What follows belongs to an exercise in optimizing a design on an open flow for a short achievable clock period and few clock cycles; a production flow would make more cautious choices. Only simulation tests tie the RTL to the original design; equivalence was not proved. No activity file was given, so power comes from the tool's default toggle rates.

===== config.mk =====
export PLATFORM = sky130hd
export DESIGN_NAME = lsu_top
export DESIGN_NICKNAME = lsu_top
export VERILOG_FILES = /design/flow/design.v
export SDC_FILE = /design/flow/constraint.sdc
export NUM_CORES = 4
export LEC_CHECK = 0
export CAP_MARGIN = 20
export CORE_MARGIN = 2
export CORE_UTILIZATION = 40
export SLEW_MARGIN = 20

===== constraint.sdc =====
create_clock -name core_clock -period 5.5 [get_ports {clk}]
set_input_delay 1.1000 -clock core_clock [delete_from_list [all_inputs] [get_ports {clk}]]
set_output_delay 1.1000 -clock core_clock [all_outputs]
set_load 0.01 [all_outputs]

===== design.v =====
package lsu_pkg;
  typedef logic [31:0] word_t;
  typedef logic [3:0] byte_en_t;
  typedef enum logic [2:0] {
    OP_LB  = 3'd0,
    OP_LH  = 3'd1,
    OP_LW  = 3'd2,
    OP_LBU = 3'd3,
    OP_LHU = 3'd4,
    OP_SB  = 3'd5,
    OP_SH  = 3'd6,
    OP_SW  = 3'd7
  } mem_op_e;
  localparam int REQ_DEPTH = 4;
  localparam int REQ_PTR_W = 2;
  localparam int RSP_CREDITS = 2;
  localparam int RSP_CNT_W   = 2;
  localparam int DMEM_WORDS = 64;
  localparam int DMEM_AW    = 6;
endpackage
`timescale 1ns/1ps
module lsu_request_queue (
  input  logic            clk,
  input  logic            nrst,
  input  logic            req_valid,
  input  lsu_pkg::mem_op_e req_op,
  input  lsu_pkg::word_t  req_addr,
  input  lsu_pkg::word_t  req_wdata,
  input  logic            pop,
  output logic            head_valid,
  output lsu_pkg::mem_op_e head_op,
  output lsu_pkg::word_t  head_addr,
  output lsu_pkg::word_t  head_wdata,
  output logic            req_credit
);
  lsu_pkg::mem_op_e op_q    [lsu_pkg::REQ_DEPTH];
  lsu_pkg::word_t   addr_q  [lsu_pkg::REQ_DEPTH];
  lsu_pkg::word_t   wdata_q [lsu_pkg::REQ_DEPTH];
  logic [lsu_pkg::REQ_PTR_W-1:0] wr_ptr;
  logic [lsu_pkg::REQ_PTR_W-1:0] rd_ptr;
  logic [lsu_pkg::REQ_PTR_W:0]   count;
  logic                 full;
  logic                 push;
  assign full = count[lsu_pkg::REQ_PTR_W];
  assign push = req_valid && !full;
  always_ff @(posedge clk) begin
    if (push) begin
      op_q[wr_ptr]    <= req_op;
      addr_q[wr_ptr]  <= req_addr;
      wdata_q[wr_ptr] <= req_wdata;
    end
  end
  always_ff @(posedge clk) begin
    if (!nrst) begin
      wr_ptr <= '0;
      rd_ptr <= '0;
      count  <= '0;
    end else begin
      if (push) begin
        wr_ptr <= wr_ptr + 1'b1;
      end
      if (pop) begin
        rd_ptr <= rd_ptr + 1'b1;
      end
      case ({push, pop})
        2'b10:   count <= count + 1'b1;
        2'b01:   count <= count - 1'b1;
        default: count <= count;
      endcase
    end
  end
  assign head_valid = (count != '0);
  assign head_op    = op_q[rd_ptr];
  assign head_addr  = addr_q[rd_ptr];
  assign head_wdata = wdata_q[rd_ptr];
  assign req_credit = pop;
endmodule
`timescale 1ns/1ps
module lsu_mem_stage (
  input  logic             clk,
  input  logic             nrst,
  input  logic             head_valid,
  input  lsu_pkg::mem_op_e head_op,
  input  lsu_pkg::word_t   head_addr,
  input  lsu_pkg::word_t   head_wdata,
  input  logic             load_room,
  output logic             pop,
  output logic             load_issue,
  output logic             load_valid,
  output lsu_pkg::mem_op_e load_op,
  output logic [1:0]       load_lane,
  output lsu_pkg::word_t   load_word
);
  lsu_pkg::word_t dmem [lsu_pkg::DMEM_WORDS];
  logic               is_load;
  logic               store_en;
  logic [lsu_pkg::DMEM_AW-1:0] word_idx;
  lsu_pkg::word_t              store_data;
  lsu_pkg::byte_en_t           store_be;
  always_comb begin
    case (head_op)
      lsu_pkg::OP_LB, lsu_pkg::OP_LH, lsu_pkg::OP_LW, lsu_pkg::OP_LBU, lsu_pkg::OP_LHU: is_load = 1'b1;
      default:                             is_load = 1'b0;
    endcase
  end
  assign pop        = head_valid && (!is_load || load_room);
  assign load_issue = pop && is_load;
  assign store_en   = pop && !is_load;
  assign word_idx = head_addr[lsu_pkg::DMEM_AW+1:2];
  always_comb begin
    case (head_op)
      lsu_pkg::OP_SB: begin
        store_data = {4{head_wdata[7:0]}};
        store_be   = 4'b0001 << head_addr[1:0];
      end
      lsu_pkg::OP_SH: begin
        store_data = {2{head_wdata[15:0]}};
        store_be   = head_addr[1] ? 4'b1100 : 4'b0011;
      end
      lsu_pkg::OP_SW: begin
        store_data = head_wdata;
        store_be   = 4'b1111;
      end
      default: begin
        store_data = head_wdata;
        store_be   = '0;
      end
    endcase
  end
  always_ff @(posedge clk) begin
    if (store_en) begin
      for (int i = 0; i < 4; i++) begin
        if (store_be[i]) begin
          dmem[word_idx][i*8 +: 8] <= store_data[i*8 +: 8];
        end
      end
    end
  end
  always_ff @(posedge clk) begin
    if (load_issue) begin
      load_word <= dmem[word_idx];
      load_op   <= head_op;
      load_lane <= head_addr[1:0];
    end
  end
  always_ff @(posedge clk) begin
    if (!nrst) begin
      load_valid <= 1'b0;
    end else begin
      load_valid <= load_issue;
    end
  end
endmodule
`timescale 1ns/1ps
module lsu_load_return (
  input  logic             clk,
  input  logic             nrst,
  input  logic             load_issue,
  input  logic             load_valid,
  input  lsu_pkg::mem_op_e load_op,
  input  logic [1:0]       load_lane,
  input  lsu_pkg::word_t   load_word,
  input  logic             rsp_credit,
  output logic             load_room,
  output logic             rsp_valid,
  output lsu_pkg::word_t   rsp_data
);
  logic [lsu_pkg::RSP_CNT_W-1:0] credit_cnt;
  logic [7:0]           lane_byte;
  logic [15:0]          lane_half;
  lsu_pkg::word_t                load_ext;
  assign lane_byte = load_word[load_lane*8 +: 8];
  assign lane_half = load_lane[1] ? load_word[31:16] : load_word[15:0];
  always_comb begin
    case (load_op)
      lsu_pkg::OP_LB:   load_ext = {{24{lane_byte[7]}}, lane_byte};
      lsu_pkg::OP_LBU:  load_ext = {24'b0, lane_byte};
      lsu_pkg::OP_LH:   load_ext = {{16{lane_half[15]}}, lane_half};
      lsu_pkg::OP_LHU:  load_ext = {16'b0, lane_half};
      default: load_ext = load_word;
    endcase
  end
  always_ff @(posedge clk) begin
    if (load_valid) begin
      rsp_data <= load_ext;
    end
  end
  always_ff @(posedge clk) begin
    if (!nrst) begin
      rsp_valid <= 1'b0;
    end else begin
      rsp_valid <= load_valid;
    end
  end
  always_ff @(posedge clk) begin
    if (!nrst) begin
      credit_cnt <= lsu_pkg::RSP_CREDITS[lsu_pkg::RSP_CNT_W-1:0];
    end else begin
      case ({load_issue, rsp_credit})
        2'b10:   credit_cnt <= credit_cnt - 1'b1;
        2'b01:   credit_cnt <= credit_cnt + 1'b1;
        default: credit_cnt <= credit_cnt;
      endcase
    end
  end
  assign load_room = (credit_cnt != '0);
endmodule
`timescale 1ns/1ps
module lsu_top (
  input  logic             clk,
  input  logic             nrst,
  input  logic             req_valid,
  input  logic [2:0]       req_op,
  input  logic [31:0]      req_addr,
  input  logic [31:0]      req_wdata,
  input  logic             rsp_credit,
  output logic             req_credit,
  output logic             rsp_valid,
  output logic [31:0]      rsp_data
);
  logic    head_valid;
  lsu_pkg::mem_op_e head_op;
  lsu_pkg::word_t   head_addr;
  lsu_pkg::word_t   head_wdata;
  logic    pop;
  logic       load_room;
  logic       load_issue;
  logic       load_valid;
  lsu_pkg::mem_op_e    load_op;
  logic [1:0] load_lane;
  lsu_pkg::word_t      load_word;
  lsu_request_queue u_request_queue (
    .clk        (clk),
    .nrst       (nrst),
    .req_valid  (req_valid),
    .req_op     (req_op),
    .req_addr   (req_addr),
    .req_wdata  (req_wdata),
    .pop        (pop),
    .head_valid (head_valid),
    .head_op    (head_op),
    .head_addr  (head_addr),
    .head_wdata (head_wdata),
    .req_credit (req_credit)
  );
  lsu_mem_stage u_mem_stage (
    .clk        (clk),
    .nrst       (nrst),
    .head_valid (head_valid),
    .head_op    (head_op),
    .head_addr  (head_addr),
    .head_wdata (head_wdata),
    .load_room  (load_room),
    .pop        (pop),
    .load_issue (load_issue),
    .load_valid (load_valid),
    .load_op    (load_op),
    .load_lane  (load_lane),
    .load_word  (load_word)
  );
  lsu_load_return u_load_return (
    .clk        (clk),
    .nrst       (nrst),
    .load_issue (load_issue),
    .load_valid (load_valid),
    .load_op    (load_op),
    .load_lane  (load_lane),
    .load_word  (load_word),
    .rsp_credit (rsp_credit),
    .load_room  (load_room),
    .rsp_valid  (rsp_valid),
    .rsp_data   (rsp_data)
  );
endmodule

===== run.sh =====
#!/bin/bash
# synth_recipe.tcl (not shown) runs the flow's synth.tcl, then flattens the netlist and writes it again
# the make line also repeats each setting of config.mk as NAME=value (left out here)
make -C /OpenROAD-flow-scripts/flow DESIGN_CONFIG=/design/flow/config.mk WORK_HOME=/design/flow/orfs CLKGATE_MAP_FILE= SYNTH_SCRIPT=/design/flow/synth_recipe.tcl finish

==> impl_results.md <==
* Run status: finished clean
* Antenna Nets Post-Route at 0
* Power spent charging and discharging nets at roughly 19 mW
* Routed WL per cell at 29.50 µm
* DR vias/cell at 5.859
* Number of nets in the finished design at ~5600
* # H-tree levels at 4
* Number of maximum-capacitance violations at 0
* Post-route worst hold slack at 0.5295 ns
* Hold Crit Class: reg2reg
* Post-CTS setup buffers at 0
* Critical path startpoint category: flip-flop
* Met2 layer wire length in the routed design at 115500 µm
* Peak supply drop at between 0.5 and 0.6 mV
* Achievable frequency at 197.3 MHz
* Cell count after synthesis at between 5000 and 6000
* Share of synthesized flip-flops with an asynchronous set or reset at 0%
* Gate power share at 29.5%
* Post-Route Skew at 0.06146 ns
* Leak pwr at 32.11 nW
* Cell Rows at 171
* Remaining design rule violation count at 0
* Seq/Total Area, Yosys at 78.65%
* Final RePlAce weighted congestion at 0.8667
* # hold bufs at CTS at 0
* Clock group share of total power at 27.2%
* Starting density of the core at roughly two fifths
* Global-route wire length before repair at around 350000 µm
* Number of buffer cells added on primary ports at 80
* Overall power of the completed layout at roughly 55 mW
* Area of the core at approximately 220000 µm²
* Final number of hold-violating endpoints at 0
* Pwr per Cell Area at between 500 and 600 nW/µm²
* Pre-Repair DR Iteration Count at 6
* Layout overhead on the synthesized area at 14.91%
* Global-route congestion overflow total at 0
* Util after Layout at 46.33%
* Part of the cycle the worst path needs at 92.17%
* Detail Route met3 WL at 25730 µm
* Overall routed net length at 252000 µm
* Arrival @ worst endpoint at 3.97 ns
* Vias at between 50000 and 60000
* Net switching fraction of the power at 34.70%
* Seq cells post-synth at 2302
* Final period demand of the worst path at 5.069 ns
* Clock Latency Late Sink at 0.88 ns
* Critical Setup Path Class: reg2out
* Sink count of the clock tree at 2302
* Number of I/O pins at 105
* Maximum number of pins on one net before global-route repair at 120
* Horizontal extent of the die at 472.3 µm
* Pin slew with the least headroom to its limit at 1.153 ns
* Area of all placed cells without fillers at 100800 µm²
* Syn_area_per_cell at approximately 17 µm²
* Max-slew violations at 0
* Internal Pwr Total at ~36 mW
* Sequential Power Share at about 43%
* Combined global-route utilization of all metal layers at 22.12%
* Instance area after placement at 93620 µm²
* Antenna violations before repair at 13
* Setup repair after global routing missed its margin: false
* TritonCTS clock tree: built
* Vert. Die Dim at 472.3 µm
* CTS Root Buffer Type: clkbuf_16
* Warning count from the yosys run at 3
* DIE AREA at 223100 µm²
* Fraction of layout cells with a size suffix above 1 at 14.39%
* Synth unique cells at 62
* Category of the worst setup path capture point: primary output
* Post-Synthesis Cell Area at about 90000 µm²
* Placed wire-length estimate at 155100 µm
* Post-Route Setup TNS at 0 ns
* Net count of the mapped netlist at 5258
* Via count of the first global-routing pass at 48470
* Flip-flop cell with the highest count after synthesis: edfxtp_1
* Clock buffer depth at 3
* Detailed-route wire length on metal 1 at 100900 µm
* Num CTS Buffers at 225
* Post-synth EDFFs at roughly 2300
* Clock slew at reported path FFs at 0.06 ns
* Top fanout value on the critical path at 25
* Endpoint required time on the critical path at 4.40 ns
* Headroom to the max-slew limit at 23.16%
* Iteration-0 DRC Markers at 6036
* Uppermost metal layer occupied by signal nets: met5
* Final Setup Violations at 0
## cells by family (layout without fill, tap and decap cells)
logic type	count (synthesis)	in the layout	share of synthesized area [%]
XOR/XNOR	8	8	0.07986
adder cells (fa/ha/maj)	7	7	0.1084
AND/OR/NAND/NOR	916	916	4.383
flip-flops	2302	2302	78.65
multiplexers	351	351	4.805
other	0	1	0
AO/OA/AOI/OAI	1242	1242	10.26
buffers and inverters	354	859	1.716
## registers in the layout (all words and copies together) (netlist names), named ones only
register	flops
u_request_queue.rd_ptr	2
u_request_queue.wdata_q	128
u_request_queue.op_q	12
u_request_queue.addr_q	32
u_load_return.rsp_valid	1
u_mem_stage.load_word	32
u_mem_stage.load_valid	1
u_load_return.rsp_data	32
u_mem_stage.load_lane	2
u_mem_stage.load_op	3
u_request_queue.wr_ptr	2
u_request_queue.count	3
u_mem_stage.dmem	2048
u_load_return.credit_cnt	2
## cell type report
type,count,area (µm²)
fillers,18380,116800
multi-input cells,2524,17450
well taps,2854,3571
repair buffers,420,3591
flip-flops and latches,2302,69000
inverters,18,67.56
clock inverters,152,1313
clock buffers,269,5817
diodes,1,2.502
## power groups by stage
stage / Sequential (mW) / Clock (mW) / Combinational [mW]
4_1_cts: 23.8 / 15.1 / 15.9
2_1_floorplan: 23.9 / 0 / 8.69
3_3_place_gp: 24.2 / 0 / 15.6
5_1_grt: 23.8 / 15.8 / 17.1
6_report: 23.8 / 15.0 / 16.2
3_5_place_dp: 24.2 / 0 / 15.9
## metal layers
layer  GRT usage, %  vias to the layer above
li1               -                    21380
met1          30.45                    25780
met2          34.30                     2461
met3          5.145                      400
met4          8.123                       14
met5         0.3461                        -
## through the flow
stage          setup WS [ns]  instances
2_1_floorplan         0.7190       5180
3_3_place_gp          0.9676       8116
3_5_place_dp          0.8873       8116
4_1_cts               0.1538       8537
5_1_grt               0.1582       8540
6_report              0.4308       8540
## synthesized netlist by cell type, drive strengths merged (3+ instances only)
library cell,number,area (µm²)
a211oi,7,52.55
a21oi,169,845.8
a221o,26,260.3
a221oi,71,621.9
a22o,142,1244
a22oi,357,2680
a311oi,4,35.03
a31o,3,26.28
a31oi,11,68.82
a32oi,5,43.79
a41o,54,540.5
and2,16,100.1
and3,6,42.54
and3b,3,26.28
buf,124,641.9
clkbuf,212,795.8
dfxtp,13,260.3
edfxtp,2289,68740
ha,6,75.07
inv,18,67.56
mux2,41,461.7
mux2i,258,2582
mux4,52,1171
nand2,450,1689
nand2b,6,37.54
nand3,14,70.07
nand4,37,231.5
nor2,317,1190
nor2b,19,118.9
nor3,5,25.02
nor3b,4,30.03
o2111ai,8,70.07
o211ai,52,390.4
o21a,3,22.52
o21ai,198,990.9
o22a,9,78.83
o22ai,37,231.5
o2bb2ai,12,105.1
o31ai,63,598.1
or3,6,37.54
or4,28,210.2
xnor2,4,35.03
xor2,4,35.03
## final timing paths
kind | start | endpoint | slack (ns) | cells after the start
max | flip-flop | req_credit | 0.43 | 9
min | u_load_return.credit_cnt[1] | u_load_return.credit_cnt[1] | 0.53 | 2
min reg2reg | u_load_return.credit_cnt[1] | u_load_return.credit_cnt[1] | 0.53 | 2
max reg2reg | flip-flop | u_mem_stage.dmem[28][9] | 0.87 | 6
## what timing repair did
| action | CTS | global route |
|---|---|---|
| resized for setup | 0 | 1 |
| setup endpoints to repair | 0 | 1 |
| endpoints found under the hold margin | 0 | 0 |
## critical path: stages, from the launching register on
cell and delay (ns):
dfxtp_2 0.46, buf_4 0.43, buf_4 0.37, mux2i_1 0.11, mux2_2 0.35, inv_1 0.14
o21ai_0 0.12, buf_4 0.19, a21oi_2 0.33, clkdlybuf4s50_1 0.62
## cells in the final DEF (no fill, tap or decap), drive strengths merged, types with 7 or more instances in the layout
cell,netlist,final
edfxtp,2289,2289
o22ai,37,37
o211ai,52,52
a21oi,169,169
a41o,54,54
nor2b,19,19
a31oi,11,11
o21ai,198,198
a221o,26,26
bufinv,0,17
mux4,52,52
nand2,450,450
dfxtp,13,13
clkinv,0,122
o2bb2ai,12,12
o2111ai,8,8
mux2,41,41
clkdlybuf4s50,0,80
a22oi,357,357
mux2i,258,258
clkbuf,212,269
o22a,9,9
nand4,37,37
nand3,14,14
a221oi,71,71
a22o,142,142
a211oi,7,7
and2,16,16
nor2,317,317
o31ai,63,63
or4,28,28
buf,124,340
inv,18,27
Testbench counts, summed over its fixed seeds: cycles 8,799.

==> re-timing with driven ports <==
The results above use ideal ports. As a check the final layout listed here was re-extracted and re-timed, cells and wires unchanged.
Step 1, drivers: a clkbuf_16 drives clk and a buf_2 each remaining input, both assumed.
Step 2 adds t to the input delays and takes it off the output delays; t is the mean of the earliest and latest rising clock arrival at the registers after step 1. Input paths then give back, and output paths get back, about the clock's delay inside the block.
a / b / c = ideal ports / drivers / drivers and shift; a / b = the first two.
t (ns): 0.935
slack for setup (ns): 0.431 / 0.342 / 0.869
clock arrival spread, ns: 0.063 / 0.062
pins driven straight from the clock port: 1
After both steps setup and hold are still met in this run. For this run, drivers alone change the setup slack by -0.089 ns; drivers and shift together by +0.438 ns.
